This design comes from an exercise in tuning for a short achievable clock period, few clock cycles and low power on the open sky130 flow, not from production work. Function was not checked in any run shown here: the RTL went through the layout flow alone. Power and IR drop assume default switching activity.

$ cat design.v
`default_nettype none
package armPkg;
    localparam int wordWidth = 32;
    localparam int regAddrWidth = 4;
    typedef logic [wordWidth-1:0] word_t;        
    typedef logic [regAddrWidth-1:0] regAddr_t;
    typedef logic [3:0] flags_t;                 
    typedef logic [3:0] cond_t;
    typedef logic [2:0] aluOp_t;
    typedef logic [1:0] immSrc_t;
    typedef enum logic [3:0] {
        FETCH,
        DECODE,
        MEMADR,
        MEMRD,
        MEMWB,
        MEMWR,
        EXECUTER,
        EXECUTEI,
        ALUWB,
        BRANCH
    } ctrlState_t;
    localparam regAddr_t pcReg = 4'd15;
    localparam word_t pcStep = 32'd4;
    localparam logic [1:0] opDataProc = 2'b00;
    localparam logic [1:0] opMemory = 2'b01;
    localparam logic [1:0] opBranch = 2'b10;
    localparam logic [3:0] cmdAnd = 4'b0000;
    localparam logic [3:0] cmdEor = 4'b0001;
    localparam logic [3:0] cmdSub = 4'b0010;
    localparam logic [3:0] cmdAdd = 4'b0100;
    localparam logic [3:0] cmdOrr = 4'b1100;
    localparam aluOp_t aluAdd = 3'd0;
    localparam aluOp_t aluSub = 3'd1;
    localparam aluOp_t aluAnd = 3'd2;
    localparam aluOp_t aluOrr = 3'd3;
    localparam aluOp_t aluEor = 3'd4;
    localparam immSrc_t immDp8 = 2'b00;      
    localparam immSrc_t immMem12 = 2'b01;    
    localparam immSrc_t immBranch = 2'b10;   
endpackage
`default_nettype wire
`timescale 1ns/1ps
`default_nettype none
module armCore (
    input logic clk,
    input logic reset,
    output logic [31:0] adr,
    output logic [31:0] writeData,
    input logic [31:0] readData,
    output logic memWrite
);
    logic [10:2] pcF;        
    logic [31:0] ir;         
    logic dValid;
    logic [10:2] dPc;        
    logic [31:0] opA, opB;
    logic [3:0] eRd;
    logic eLoadBit;
    logic exDp;              
    logic exMem;             
    logic exStore;           
    logic exAnd, exEor, exOrr, exAdd, exSub;     
    logic exFlagNZ, exFlagCV;                    
    logic flagN, flagZ, flagC, flagV;
    logic [31:0] regs [0:14];
    function automatic logic condTest(input logic [3:0] c, input logic n, input logic z,
                                      input logic cf, input logic v);
        case (c)
            4'b0000: condTest = z;
            4'b0001: condTest = ~z;
            4'b0010: condTest = cf;
            4'b0011: condTest = ~cf;
            4'b0100: condTest = n;
            4'b0101: condTest = ~n;
            4'b0110: condTest = v;
            4'b0111: condTest = ~v;
            4'b1000: condTest = cf & ~z;
            4'b1001: condTest = ~cf | z;
            4'b1010: condTest = (n == v);
            4'b1011: condTest = (n != v);
            4'b1100: condTest = ~z & (n == v);
            4'b1101: condTest = z | (n != v);
            4'b1110: condTest = 1'b1;
            default: condTest = 1'b0;
        endcase
    endfunction
    logic [31:0] aluResult;
    logic [32:0] sum;
    logic newN, newZ, newC, newV;
    logic zAdd, zSub, zEor, zAnd, zOrr;
    armAdd32 aluAdd (.a(opA), .b(opB), .cin(exSub), .s(sum));
    assign aluResult = ({32{exAnd}} & (opA & opB)) | ({32{exEor}} & (opA ^ opB))
                     | ({32{exOrr}} & (opA | opB)) | ({32{exAdd | exSub}} & sum[31:0]);
    assign zAdd = ((opA ^ opB) == {opA[30:0] | opB[30:0], 1'b0});
    assign zSub = &(opA ^ opB);
    assign zEor = ((opA ^ opB) == 32'd0);
    assign zAnd = ((opA & opB) == 32'd0);
    assign zOrr = ((opA | opB) == 32'd0);
    assign newZ = (exAnd & zAnd) | (exEor & zEor) | (exOrr & zOrr) | (exAdd & zAdd)
                | (exSub & zSub);
    assign newN = aluResult[31];
    assign newC = sum[32];
    assign newV = (opA[31] == opB[31]) & (sum[31] != opA[31]);
    logic xN, xZ, xC, xV;    
    assign xN = exFlagNZ ? newN : flagN;
    assign xZ = exFlagNZ ? newZ : flagZ;
    assign xC = exFlagCV ? newC : flagC;
    assign xV = exFlagCV ? newV : flagV;
    logic isLoad, regWrite, pcLoad, exWrite;
    logic [31:0] wbData;
    assign isLoad = exMem & eLoadBit;
    assign adr[31:11] = {opA[31:12], exMem & opA[11]};
    assign adr[10:2] = exMem ? opA[10:2] : pcF;
    assign adr[1:0] = opA[1:0];
    assign writeData = opB;
    assign memWrite = exStore;
    assign wbData = isLoad ? readData : aluResult;
    assign regWrite = exDp | isLoad;
    assign pcLoad = regWrite & (eRd == 4'd15);
    assign exWrite = exDp & (eRd != 4'd15);    
    always_ff @(posedge clk) begin
        if (regWrite && eRd != 4'd15)
            regs[eRd] <= wbData;
    end
    logic [3:0] dRn, dRm, dRd, dRb, dCmd;
    logic [1:0] dOp;
    logic dSub, dImm, dUseRn, dUseRb, dStall, dPass, dGo, dMiss;
    logic dDp, dMem;
    logic [11:2] dR15;
    logic [31:0] dA, dB, dBase, dRegB, dAdr;
    logic [511:0] regView;    
    assign dOp = ir[27:26];
    assign dRn = ir[19:16];
    assign dRd = ir[15:12];
    assign dRm = ir[3:0];
    assign dCmd = ir[24:21];
    assign dSub = (dOp == 2'b00) & (dCmd == 4'b0010);
    assign dRb = (dOp == 2'b01) ? dRd : dRm;
    assign dImm = (dOp == 2'b00) & ir[25];
    assign dUseRn = (dOp == 2'b00) | (dOp == 2'b01);
    assign dUseRb = ((dOp == 2'b00) & ~ir[25]) | ((dOp == 2'b01) & ~ir[20]);
    assign dR15 = {1'b0, dPc} + 10'd2;
    always_comb begin
        for (int r = 0; r < 15; r++)
            regView[32 * r +: 32] = regs[r];
        regView[511:480] = {20'd0, dR15, 2'b00};
    end
    armRead16 readA (.d(regView), .s(dRn), .q(dBase));
    armRead16 readB (.d(regView), .s(dRb), .q(dRegB));
    armAdrAdd adrAdd (.base(dBase), .off(ir[11:0]), .s(dAdr));
    assign dStall = dValid & (((dOp == 2'b01) & exWrite & (eRd == dRn))
                  | (isLoad & ((dUseRn & (eRd == dRn)) | (dUseRb & (eRd == dRb)))));
    assign dPass = condTest(ir[31:28], xN, xZ, xC, xV);
    assign dGo = dValid & ~dStall & ~pcLoad;
    assign dDp = dGo & dPass & (dOp == 2'b00);
    assign dMem = dGo & dPass & (dOp == 2'b01);
    assign dMiss = dValid & ~pcLoad & (dOp == 2'b10) & ~dPass;
    always_comb begin
        if (exWrite && eRd == dRn)
            dA = aluResult;
        else
            dA = dBase;
        if (dImm)
            dB = {24'd0, ir[7:0]};
        else if (exWrite && eRd == dRb)
            dB = aluResult;
        else
            dB = dRegB;
    end
    always_ff @(posedge clk) begin
        opA <= (dOp == 2'b01) ? dAdr : dA;
        opB <= dSub ? ~dB : dB;
        eRd <= dRd;
        eLoadBit <= ir[20];
        exAnd <= (dCmd == 4'b0000);
        exEor <= (dCmd == 4'b0001);
        exOrr <= (dCmd == 4'b1100);
        exSub <= (dCmd == 4'b0010);
        exAdd <= (dCmd != 4'b0000) & (dCmd != 4'b0001) & (dCmd != 4'b1100)
               & (dCmd != 4'b0010);
    end
    logic [10:2] fNext;
    assign fNext = (readData[27:26] == 2'b10) ? pcF + 9'd2 + readData[8:0] : pcF + 9'd1;
    always_ff @(posedge clk) begin
        ir <= readData;
        dPc <= pcF;
    end
    always_ff @(posedge clk or posedge reset) begin
        if (reset) begin
            pcF <= 9'd0;
            dValid <= 1'b0;
            exDp <= 1'b0;
            exFlagNZ <= 1'b0;
            exFlagCV <= 1'b0;
            exMem <= 1'b0;
            exStore <= 1'b0;
        end else begin
            if (pcLoad) begin
                pcF <= wbData[10:2];
                dValid <= 1'b0;
            end else if (dStall) begin
                pcF <= dPc;
                dValid <= 1'b0;
            end else if (dMiss) begin
                pcF <= dPc + 9'd1;
                dValid <= 1'b0;
            end else if (exMem) begin
                dValid <= 1'b0;
            end else begin
                pcF <= fNext;
                dValid <= 1'b1;
            end
            exDp <= dDp;
            exFlagNZ <= dDp & ir[20];
            exFlagCV <= dDp & ir[20] & ((dCmd == 4'b0100) | (dCmd == 4'b0010));
            exMem <= dMem;
            exStore <= dMem & ~ir[20];
        end
    end
    always_ff @(posedge clk or posedge reset) begin
        if (reset) begin
            flagN <= 1'b0;
            flagZ <= 1'b0;
            flagC <= 1'b0;
            flagV <= 1'b0;
        end else begin
            flagN <= xN;
            flagZ <= xZ;
            flagC <= xC;
            flagV <= xV;
        end
    end
endmodule
module armRead16 (
    input logic [511:0] d,
    input logic [3:0] s,
    output logic [31:0] q
);
    assign q = d[32 * s +: 32];
endmodule
module armAdrAdd (
    input logic [31:0] base,
    input logic [11:0] off,
    output logic [31:0] s
);
    logic c12;
    logic [31:12] ones, inc;
    armKs #(.N(12)) lo (.a(base[11:0]), .b(off), .cin(1'b0), .s(s[11:0]), .cout(c12));
    always_comb begin
        ones = base[31:12];
        for (int d = 1; d < 20; d = d * 2) begin
            for (int i = 31; i >= 12 + d; i--)
                ones[i] = ones[i] & ones[i - d];
        end
        inc = base[31:12] ^ {ones[30:12], 1'b1};
    end
    assign s[31:12] = c12 ? inc : base[31:12];
endmodule
module armAdd32 (
    input logic [31:0] a,
    input logic [31:0] b,
    input logic cin,
    output logic [32:0] s
);
    armKs #(.N(32)) add (.a(a), .b(b), .cin(cin), .s(s[31:0]), .cout(s[32]));
endmodule
module armKs #(
    parameter int N = 32
) (
    input logic [N-1:0] a,
    input logic [N-1:0] b,
    input logic cin,
    output logic [N-1:0] s,
    output logic cout
);
    localparam int L = $clog2(N);
    logic [N-1:0] p0;
    logic [N-1:0] g [0:L];
    logic [N-1:0] p [0:L];
    assign p0 = a ^ b;
    assign g[0] = (a & b) | {{(N - 1){1'b0}}, p0[0] & cin};
    assign p[0] = p0;
    for (genvar l = 0; l < L; l++) begin : level
        for (genvar i = 0; i < N; i++) begin : bit_
            if (i >= (1 << l)) begin : node
                armPg pg (.gh(g[l][i]), .ph(p[l][i]), .gl(g[l][i - (1 << l)]),
                          .pl(p[l][i - (1 << l)]), .g(g[l + 1][i]), .p(p[l + 1][i]));
            end else begin : pass
                assign g[l + 1][i] = g[l][i];
                assign p[l + 1][i] = p[l][i];
            end
        end
    end
    assign s = p0 ^ {g[L][N-2:0], cin};
    assign cout = g[L][N-1];
endmodule
module armPg (
    input logic gh,
    input logic ph,
    input logic gl,
    input logic pl,
    output logic g,
    output logic p
);
    assign g = gh | (ph & gl);
    assign p = ph & pl;
endmodule
`default_nettype wire
$ cat run.sh
#!/bin/bash
# synth_recipe.tcl (not shown) runs the flow's synth.tcl, then flattens the netlist and writes it again
# the make line also repeats each setting of config.mk as NAME=value (left out here)
make -C /OpenROAD-flow-scripts/flow DESIGN_CONFIG=/design/flow/config.mk WORK_HOME=/design/flow/orfs CLKGATE_MAP_FILE= SYNTH_SCRIPT=/design/flow/synth_recipe.tcl finish
$ cat config.mk
export PLATFORM = sky130hd
export DESIGN_NAME = armCore
export DESIGN_NICKNAME = armCore
export VERILOG_FILES = /design/flow/design.v
export SDC_FILE = /design/flow/constraint.sdc
export NUM_CORES = 4
export LEC_CHECK = 0
export ABC_CLOCK_PERIOD_IN_PS = 2500
export CAP_MARGIN = 20
export CORE_MARGIN = 2
export CORE_UTILIZATION = 40
export CTS_BUF_LIST = sky130_fd_sc_hd__clkbuf_16
export CTS_CLUSTER_DIAMETER = 60
export CTS_CLUSTER_SIZE = 30
export SETUP_SLACK_MARGIN = 4.0
export SLEW_MARGIN = 20
export SYNTH_HIERARCHICAL = 1
export SYNTH_MINIMUM_KEEP_SIZE = 0
$ cat constraint.sdc
create_clock -name core_clock -period 7.5 [get_ports {clk}]
set_input_delay 1.5000 -clock core_clock [delete_from_list [all_inputs] [get_ports {clk}]]
set_output_delay 1.5000 -clock core_clock [all_outputs]
set_load 0.01 [all_outputs]
==> out/results.ini, run 1 <==
[routing]
antenna_left = 0
dr.pass1.iters = 6
drtIter0Drc = 2771
routed_wirelength_um = 121000
wl_per_cell_um = 30.7
routed_via_density = 6.14
vias = 24200
drc_errors = 0

[sta]
tightest_slew_ps = 1110
clock_skew_ps = 79.3
maxSlewHeadroom = 0.258
setup_viol = 0
setup-tns-final_ps = 0
hold_viol = 0
rsz0062_at_grt = yes
period_minus_slack_ps = 3990
fmax_mhz = 251
hold_ws_ps = 389
period_share = 0.531
drv_slew = 0

[layout]
instances_no_fill = 3947
drive_gt1_frac = 0.269
area_growth_pct = 18.3
fill_cells = 7404
nNetsFinal = 2931
fin_util = 0.478

[global_route]
grt_max_degree = 56
grtUsageTotal = 0.268
grt_pass1_vias = 24500
antenna_found_initial = 2
grt_pass1_wl_um = 173000
grt_overflow = 0

[logic_synthesis]
avgSynthCellArea_sq_um = 13.2
ys_warn_count = 18
postSynthCellCount = 2613
netlist_area_sq_mm = 0.0345

[die]
row_count = 107
die_h_um = 297
core_sq_mm = 0.0853
die_x_um = 297
io_pins = 99
die-area_sq_mm = 0.0885
initial_core_util = 0.404

[clock_tree]
tritoncts = yes
cts_root_buf = clkbuf_16
h-tree-depth = 2
clk_path_buf_depth = 3
insertion_delay_ps = 640
clkTransAtPathRegs_ps = 80
cts.sinks = 614
numCtsBuffers = 42
hold_buffers = 0

[worst_setup_path]
critPathLaunch = opA[8]$_DFF_P_
endpoint = exFlagCV$_DFF_PP0_
startpoint_type = flop
critPathBufInv = 2
r2r-end = exFlagCV$_DFF_PP0_
r2r_start = opA[8]$_DFF_P_
endpoint_kind = flop
ff2ff_path_depth = 18
cp.depth = 18
rrSetupSlack_ps = 3510
arrival_ps = 4520
slowest_stage = dfxtp_4
critPathRequiredTime_ps = 8030
crit_family = compound AO/OA/AOI/OAI gates
crit_chain = ha_4 > a21o_1 > a21o_1 > a21o_1 > a21o_1 > a21o_1 > xor2_4 > xor2_2 > a31oi_4 > xnor2_2 > mux2_2 > a21o_1 > buf_4 > buf_4 > nand2_4 > o2111ai_4 > nor3_4 > and3_1
worst-setup-path-type = reg -> reg
crit_top_cell = a21o_1
cp_max_fo = 4
max_stage_delay_ps = 440

[place]
dp.cells = 3788
routabilityCongestion = 0.994
portBuffers = 98
hpwlAfterDp_um = 79200

[pwr]
power.leakage_nw = 15.2
p_per_area_mw_per_mm2 = 275
ir_worst_vdd_uv = 185

[run_status]
status = timing/DRC/antenna clean

[worst_hold_path]
hold_path_startpoint = ir[15]$_DFF_P_
hold_path.class = reg -> reg

[run]
max-cap-violations = 0

## sequential cells by signal, summed over array words and instances, names as in the netlist, 4 cells and up
register / count
eRd: 4
ir: 32
pcF: 9
dPc: 9
regs: 480
opA: 32
opB: 32
## per-stage QoR
step                      power [W]  setup slack [ps]  instance area, sq um
final                        0.0112              3510                 40800
after CTS                    0.0110              3520                 40000
after global routing         0.0116              3400                 40800
after global placement      0.00812              2860                 37200
after floorplan             0.00669              3870                 35000
after detailed placement    0.00816              2780                 37200
## cell type report
| cell class | instances | area [sq um] | area share |
|---|---|---|---|
| clock buffer | 45 | 1130 | 0.0276 |
| inverter | 110 | 413 | 0.0101 |
| tap | 1144 | 1430 | 0.0351 |
| antenna | 1 | 2.50 | 0.0000614 |
| timing repair buffer | 238 | 2340 | 0.0573 |
| multi-input combinational | 1763 | 17600 | 0.432 |
| clock inverter | 32 | 457 | 0.0112 |
| sequential | 614 | 17400 | 0.426 |
## layout by cell type, fill, tap and decap left out, drive strengths merged, types with 15 or more instances in the layout
cell,count
a21o,165
a21oi,21
a222oi,31
a22oi,129
a31oi,36
and2,126
and3,15
buf,137
clkbuf,46
clkdlybuf4s50,91
clkinv,15
conb,45
dfrtp,19
dfxtp,115
edfxtp,480
ha,125
inv,124
mux2,23
mux2i,37
mux4,256
nand2,196
nand3,25
nand4,30
nor2,143
nor3,46
nor4,25
o21ai,46
xnor2,73
xor2,83
## layer usage
layer  wire length, um  global-route usage
met4              6010               0.117
met2             58000               0.444
met5                11                   0
met3             10200              0.0445
met1             47000               0.346
## power by group
part	total, W	internal [W]	switching [W]
sequential	0.00461	0.00427	0.000341
clock	0.00264	0.00128	0.00135
combinational	0.00396	0.00160	0.00237
total	0.0112	0.00715	0.00406
## worst min path at each step
stage	endpoint	slack, ps	depth (start not counted)
after floorplan	eRd[0]$_DFF_P_	330	0
after global placement	eRd[1]$_DFF_P_	360	0
after detailed placement	eRd[3]$_DFF_P_	360	0
after CTS	eRd[3]$_DFF_P_	390	0
after global routing	eRd[3]$_DFF_P_	400	0
final	eRd[3]$_DFF_P_	390	0
## what timing repair did
item / CTS / global route
setup buffers: 44 / 27
gates resized for setup: 170 / 100
gates cloned: 9 / 1
pin swaps: 25 / 41
endpoints found under the setup margin: 134 / 43
==> run 2, diff against run 1 <==
--- a/design.v
+++ b/design.v
@@ -184,6 +184,8 @@
     assign fNext = (readData[27:26] == 2'b10) ? pcF + 9'd2 + readData[8:0] : pcF + 9'd1;
     always_ff @(posedge clk) begin
-        ir <= readData;
-        dPc <= pcF;
+        if (!dStall) begin
+            ir <= readData;
+            dPc <= pcF;
+        end
     end
     always_ff @(posedge clk or posedge reset) begin
@@ -201,6 +203,5 @@
                 dValid <= 1'b0;
             end else if (dStall) begin
-                pcF <= dPc;
-                dValid <= 1'b0;
+                dValid <= 1'b1;
             end else if (dMiss) begin
                 pcF <= dPc + 9'd1;
==> run 2 against run 1 <==
  * Sequential power about the same
  * Largest power group unchanged
  * Worst hold slack improved by 3.1 ps
  * Area after synthesis increased by 1.3%
  * Critical path depth decreased by 5
  * First-iteration DRC count increased by 0.43%
  * Setup slack got worse by 180 ps
  * Critical endpoint is now exStore$_DFF_PP0_
  * Combinational power increased by 4%
  * Clock-buffer cell count decreased by 2
  * Power increased by 1.4%
  * Non-clock buffer count decreased by 12
==> out/results.ini, run 2 <==
[run_status]
status = timing/DRC/antenna clean

[routing]
wl_met1_um = 48900
dr_wl_met2_um = 59200
routed_via_density = 6.18
wl_per_cell_um = 31.2
drtIter0Drc = 2783
wl_met3_um = 9090
vias = 24300
dr.pass1.iters = 8
dr.max_layer_used = met4
drc_errors = 0
routed_wirelength_um = 122000
antenna_left = 0

[sta]
tightest_slew_ps = 1090
fmax_mhz = 240
period_minus_slack_ps = 4170
clock_skew_ps = 52.4
setup-tns-final_ps = 0
drv_slew = 0
hold_ws_ps = 393
hold_viol = 0
rsz0062_at_grt = yes
setup_viol = 0
maxSlewHeadroom = 0.268
period_share = 0.556

[place]
routabilityCongestion = 1.02
portBuffers = 98
hpwlAfterDp_um = 80000

[worst_setup_path]
r2r_start = opA[23]$_DFF_P_
slowest_stage = nor4_1
r2r-end = exStore$_DFF_PP0_
worst-setup-path-type = reg -> reg
critPathBufInv = 3
crit_family = simple AND/OR/NAND/NOR gates
critPathRequiredTime_ps = 8000
crit_top_cell = nor3_1
rrSetupSlack_ps = 3330
arrival_ps = 4660
startpoint_type = flop
endpoint_kind = flop
cp.depth = 13
max_stage_delay_ps = 880
ff2ff_path_depth = 13
cp_max_fo = 5
crit_chain = inv_1 > ha_1 > nor4_1 > nand4_1 > nor3_1 > nor3_1 > a2111oi_2 > nor4_4 > buf_6 > buf_12 > nor3_4 > and2_4 > nor2b_4

[logic_synthesis]
postSynthCellCount = 2589
netlist_area_sq_mm = 0.0349
ys_warn_count = 18
avgSynthCellArea_sq_um = 13.5

[pwr]
internal_power_w = 0.00713
power.leakage_nw = 15.4
p_per_area_mw_per_mm2 = 276
power_frac_seq = 0.406
switching_power_w = 0.00423
fin_total_pwr_w = 0.0114
ir_worst_vdd_uv = 175
p_sw_frac = 0.372
p_comb_frac = 0.362
p_clk_frac = 0.232

[die]
die-area_sq_mm = 0.0896
io_pins = 99
die_h_um = 299
initial_core_util = 0.403
core_sq_mm = 0.0866
die_x_um = 299
row_count = 108

[global_route]
grtUsageTotal = 0.267
grt_max_degree = 74
grt_overflow = 0
grt_pass1_wl_um = 173000
antenna_found_initial = 1
grt_pass1_vias = 24300

[worst_hold_path]
holdPathEnd = eRd[2]$_DFF_P_
hold_path_startpoint = ir[14]$_DFFE_PN_
hold_path_depth = 0
hold_path.class = reg -> reg

[clock_tree]
cts_root_buf = clkbuf_16
clk_path_buf_depth = 3
insertion_delay_ps = 630
numCtsBuffers = 43
h-tree-depth = 2
cts.sinks = 614
clkTransAtPathRegs_ps = 100
tritoncts = yes

[layout]
largest_register_ffs = 480
drive_gt1_frac = 0.265
area_growth_pct = 18.0
diodes = 0
final_cell_mix = edfxtp_1 (521), mux4_2 (256), nand2_1 (196)
layout_commonest_cell = edfxtp_1
max_flop_register = regs
nNetsFinal = 2899

[run]
max-cap-violations = 0

==> run 2: metrics by stage <==
stage / setup WS (ps) / utilization / instance area [sq um] / cells
detailed placement: 2720 / 0.435 / 37700 / 3770
global route: 3310 / 0.475 / 41100 / 3925
global placement: 2800 / 0.435 / 37700 / 3770
CTS: 3400 / 0.465 / 40300 / 3899
floorplan: 3870 / - / 35400 / 2632
finish: 3330 / 0.475 / 41100 / 3925
==> run 2: power groups by stage <==
stage | clock network (W) | registers (W) | logic (W)
after detailed placement | 0 | 0.00467 | 0.00369
final | 0.00264 | 0.00462 | 0.00411
after floorplan | 0 | 0.00457 | 0.00225
after global placement | 0 | 0.00466 | 0.00365
after CTS | 0.00268 | 0.00459 | 0.00391
after global routing | 0.00278 | 0.00464 | 0.00438
==> run 2: per-layer routing <==
metal  vias to the layer above  global-route usage
met3                       181              0.0408
li1                      10400                   -
met1                     12600               0.355
met4                         0              0.0946
met2                      1107               0.448
met5                         -                   0
==> run 2: cell type report <==
type	count	area [sq um]
Timing Repair Buffer	226	2410
Tap cell	1155	1450
Clock inverter	35	498
Clock buffer	43	1080
Multi-Input combinational cell	1742	17600
Inverter	110	415
Fill cell	7487	45500
Sequential cell	614	17700
==> run 2: what timing repair did <==
item / in CTS / in global routing
pin swaps: 44 / 45
endpoints found under the setup margin: 188 / 104
setup buffers: 39 / 23
cloned: 12 / 3
hold buffers: 0 / 0
resized for setup: 91 / 137
==> run 2: worst reg2reg max path: cells and delay by family (launching register included) <==
family,cells,cell delay [ps]
and+or+nand+nor,8,2370
AOI/OAI and AO/OA,1,500
DFF,1,420
buffers and inverters,3,370
adders and majority gates,1,360
==> run 2: how the worst max path moves through the flow <==
stage	from	end	slack, ps
floorplan	dPc[4]$_DFFE_PN_	opA[30]$_DFF_P_	3870
global placement	opA[6]$_DFF_P_	pcF[10]$_DFFE_PP0P_	2800
detailed placement	exSub$_DFF_P_	pcF[10]$_DFFE_PP0P_	2720
CTS	exSub$_DFF_P_	exStore$_DFF_PP0_	3400
global route	exSub$_DFF_P_	pcF[9]$_DFFE_PP0P_	3310
finish	opA[23]$_DFF_P_	exStore$_DFF_PP0_	3330
==> run 3, diff against run 2 <==
--- a/design.v
+++ b/design.v
@@ -88,7 +88,7 @@
     logic [31:0] aluResult;
     logic [32:0] sum;
-    logic newN, newZ, newC, newV;
+    logic newN, newZ, newC, newV, carry31;
     logic zAdd, zSub, zEor, zAnd, zOrr;
-    armAdd32 aluAdd (.a(opA), .b(opB), .cin(exSub), .s(sum));
+    armAdd32 aluAdd (.a(opA), .b(opB), .cin(exSub), .s(sum), .c31(carry31));
     assign aluResult = ({32{exAnd}} & (opA & opB)) | ({32{exEor}} & (opA ^ opB))
                      | ({32{exOrr}} & (opA | opB)) | ({32{exAdd | exSub}} & sum[31:0]);
@@ -100,7 +100,7 @@
     assign newZ = (exAnd & zAnd) | (exEor & zEor) | (exOrr & zOrr) | (exAdd & zAdd)
                 | (exSub & zSub);
-    assign newN = aluResult[31];
+    assign newN = (exAdd | exSub) ? (opA[31] ^ opB[31] ^ carry31) : aluResult[31];
     assign newC = sum[32];
-    assign newV = (opA[31] == opB[31]) & (sum[31] != opA[31]);
+    assign newV = (opA[31] == opB[31]) & (carry31 != opA[31]);
     logic xN, xZ, xC, xV;    
     assign xN = exFlagNZ ? newN : flagN;
@@ -152,5 +152,10 @@
     assign dStall = dValid & (((dOp == 2'b01) & exWrite & (eRd == dRn))
                   | (isLoad & ((dUseRn & (eRd == dRn)) | (dUseRb & (eRd == dRb)))));
-    assign dPass = condTest(ir[31:28], xN, xZ, xC, xV);
+    logic [15:0] dCondTable;
+    always_comb begin
+        for (int k = 0; k < 16; k++)
+            dCondTable[k] = condTest(ir[31:28], k[3], k[2], k[1], k[0]);
+    end
+    armPass passSel (.t(dCondTable), .n(xN), .z(xZ), .c(xC), .v(xV), .p(dPass));
     assign dGo = dValid & ~dStall & ~pcLoad;
     assign dDp = dGo & dPass & (dOp == 2'b00);
@@ -184,8 +189,6 @@
     assign fNext = (readData[27:26] == 2'b10) ? pcF + 9'd2 + readData[8:0] : pcF + 9'd1;
     always_ff @(posedge clk) begin
-        if (!dStall) begin
-            ir <= readData;
-            dPc <= pcF;
-        end
+        ir <= readData;
+        dPc <= pcF;
     end
     always_ff @(posedge clk or posedge reset) begin
@@ -203,5 +206,6 @@
                 dValid <= 1'b0;
             end else if (dStall) begin
-                dValid <= 1'b1;
+                pcF <= dPc;
+                dValid <= 1'b0;
             end else if (dMiss) begin
                 pcF <= dPc + 9'd1;
@@ -248,5 +252,5 @@
     logic c12;
     logic [31:12] ones, inc;
-    armKs #(.N(12)) lo (.a(base[11:0]), .b(off), .cin(1'b0), .s(s[11:0]), .cout(c12));
+    armKs #(.N(12)) lo (.a(base[11:0]), .b(off), .cin(1'b0), .s(s[11:0]), .cout(c12), .cmsb());
     always_comb begin
         ones = base[31:12];
@@ -263,7 +267,8 @@
     input logic [31:0] b,
     input logic cin,
-    output logic [32:0] s
+    output logic [32:0] s,
+    output logic c31           
 );
-    armKs #(.N(32)) add (.a(a), .b(b), .cin(cin), .s(s[31:0]), .cout(s[32]));
+    armKs #(.N(32)) add (.a(a), .b(b), .cin(cin), .s(s[31:0]), .cout(s[32]), .cmsb(c31));
 endmodule
 module armKs #(
@@ -274,5 +279,6 @@
     input logic cin,
     output logic [N-1:0] s,
-    output logic cout
+    output logic cout,
+    output logic cmsb          
 );
     localparam int L = $clog2(N);
@@ -296,4 +302,15 @@
     assign s = p0 ^ {g[L][N-2:0], cin};
     assign cout = g[L][N-1];
+    assign cmsb = g[L][N-2];
+endmodule
+module armPass (
+    input logic [15:0] t,
+    input logic n,
+    input logic z,
+    input logic c,
+    input logic v,
+    output logic p
+);
+    assign p = t[{n, z, c, v}];
 endmodule
 module armPg (
==> run 3 against run 2 <==
  * Sequential share of layout area rose by 0.13 points
  * Critical path depth rose by 5
  * Register-to-register slack got worse by 20 ps
  * Utilization fell by 0.31 points
  * Critical path type unchanged
  * Largest cell class is now multi-input combinational cells
  * Largest power group unchanged
==> out/results.ini, run 3 <==
[sta]
rsz0062_at_grt = yes
tightest_slew_ps = 1020
period_minus_slack_ps = 4190
fmax_mhz = 239
setup_ws_ps = 3310
setup_viol = 0
hold_viol = 0
drv_slew = 0
clock_skew_ps = 47.9
maxSlewHeadroom = 0.318
setup-tns-final_ps = 0
period_share = 0.559

[worst_hold_path]
hold_path.class = reg -> reg
hold_path_depth = 0

[die]
core_sq_mm = 0.0865
initial_core_util = 0.403
row_count = 108
io_pins = 99
die-area_sq_mm = 0.0895
die_x_um = 299
die_h_um = 299

[pwr]
p_per_area_mw_per_mm2 = 281
ir_worst_vdd_uv = 164
fin_total_pwr_w = 0.0114
power.leakage_nw = 14.9

[clock_tree]
cts.sinks = 626
clkTransAtPathRegs_ps = 80
tritoncts = yes
hold_buffers = 0
insertion_delay_ps = 620
cts_root_buf = clkbuf_16
clk_path_buf_depth = 3
h-tree-depth = 2
numCtsBuffers = 41

[routing]
drc_errors = 0
antenna_left = 0
vias = 24500
routed_wirelength_um = 116000
routed_via_density = 6.20
wl_per_cell_um = 29.5
dr.pass1.iters = 7
drtIter0Drc = 2760

[layout]
instances_no_fill = 3954
drive_gt1_frac = 0.276
layout_commonest_cell = edfxtp_1
nNetsFinal = 2926
largest_register_ffs = 480
reg.largest.list = regs (480), opA (32), opB (32)
final_cell_mix = edfxtp_1 (480), mux4_2 (260), nand2_1 (184)
area_growth_pct = 17.1
max_flop_register = regs

[worst_setup_path]
ff2ff_path_depth = 18
worst-setup-path-type = reg -> reg
startpoint_type = flop
critPathRequiredTime_ps = 7980
arrival_ps = 4670
endpoint_kind = flop
cp_max_fo = 7

[place]
routabilityCongestion = 1.07
dp.cells = 3788
place_ws_ps = 2560
hpwlAfterDp_um = 76800
portBuffers = 98

[global_route]
grt_overflow = 0
grtUsageTotal = 0.256
grt_pass1_vias = 24500
grt_pass1_wl_um = 168000
antenna_found_initial = 3
grt_max_degree = 71

[run_status]
status = timing/DRC/antenna clean

[logic_synthesis]
avgSynthCellArea_sq_um = 13.3
postSynthCellCount = 2620
ys_warn_count = 18
netlist_area_sq_mm = 0.0348

[run]
max-cap-violations = 0

## run 3: where the power goes
group	switching, W	internal (W)	total [W]
registers	0.000319	0.00444	0.00475
clock network	0.00133	0.00112	0.00245
logic	0.00255	0.00170	0.00425
## run 3: final timing paths
| path | slack [ps] | end | from |
|---|---|---|---|
| worst max-delay path | 3310 | pcF[6]$_DFFE_PP0P_ | opA[0]$_DFF_P_ |
| worst min-delay path | 410 | eLoadBit$_DFF_P_ | ir[20]$_DFF_P_ |
| worst max register to register | 3310 | pcF[6]$_DFFE_PP0P_ | opA[0]$_DFF_P_ |
| worst min register to register | 410 | eLoadBit$_DFF_P_ | ir[20]$_DFF_P_ |
| max in group asynchronous | 5400 | exMem$_DFF_PP0_ | reset |
| min in group asynchronous | 1420 | pcF[6]$_DFFE_PP0P_ | reset |
## run 3: what timing repair did
item | in CTS | in global routing
setup buffers | 58 | 19
cloned | 7 | 1
pin swaps | 37 | 47
endpoints found under the setup margin | 402 | 136
gates resized for setup | 199 | 107
## run 3: per-layer routing
metal / up-vias / wire length (um) / track usage / share of wire
li1: 10400 / - / - / -
met1: 12700 / 44800 / 0.332 / 0.39
met2: 1236 / 56700 / 0.429 / 0.49
met3: 231 / 10400 / 0.0482 / 0.089
met4: 2 / 4550 / 0.0927 / 0.039
met5: - / 13 / 0 / 0.00011
## run 3: area by class of cell
type	instances	area, sq um
clock inverters	32	330
inverters	78	293
flip-flops and latches	626	17600
multi-input cells	1783	17700
fillers	7519	45700
well taps	1155	1450
diodes	3	7.51
repair buffers	234	2310
clock buffers	43	1080
## run 3: critical path, cell delays in order, from the launching register on
cell	delay, ps
dfxtp_4	360
fa_2	450
a21o_4	270
a21o_4	230
a21o_4	250
a21o_1	230
a21o_1	230
mux2_4	310
mux4_2	310
mux2i_2	180
mux2i_2	90
buf_4	160
nor2_4	130
and4_4	320
buf_6	120
and3_4	170
o21ai_2	60
o21ai_1	100
a21oi_1	80
## run 3: through the flow
step	hold slack, ps	cell area (sq um)	utilization
2_1_floorplan	359	35200	-
3_3_place_gp	386	37300	0.431
3_5_place_dp	391	37300	0.431
4_1_cts	398	40100	0.464
5_1_grt	416	40800	0.472
6_report	408	40800	0.472

## re-timing with driven ports
No port has a modelled driver above. Below, the same layouts with a new extraction and two added sets of constraints.
Step 1 assumes that a clkbuf_16 drives the clock port and a buf_2 every other input.
Step 2, shift: input delay + t, output delay - t, t = (earliest + latest rising clock arrival at the registers) / 2. This alone moves slack from input paths to output paths.
Slacks: no drivers / after step 1 / after step 2; pairs: no drivers / after step 1.
run	shift t [ns]	setup WS [ns]	worst hold slack (ns)	clock arrival spread, ns	pins driven straight from the clock port
run 1	0.677	3.515 / 3.515 / 2.993	0.389 / 0.389 / 0.389	0.079 / 0.080	1
run 2	0.677	3.332 / 3.332 / 2.919	0.393 / 0.393 / 0.393	0.054 / 0.054	1
run 3	0.666	3.310 / 3.310 / 2.788	0.408 / 0.408 / 0.408	0.050 / 0.050	1
After both steps every run listed still meets setup and hold.
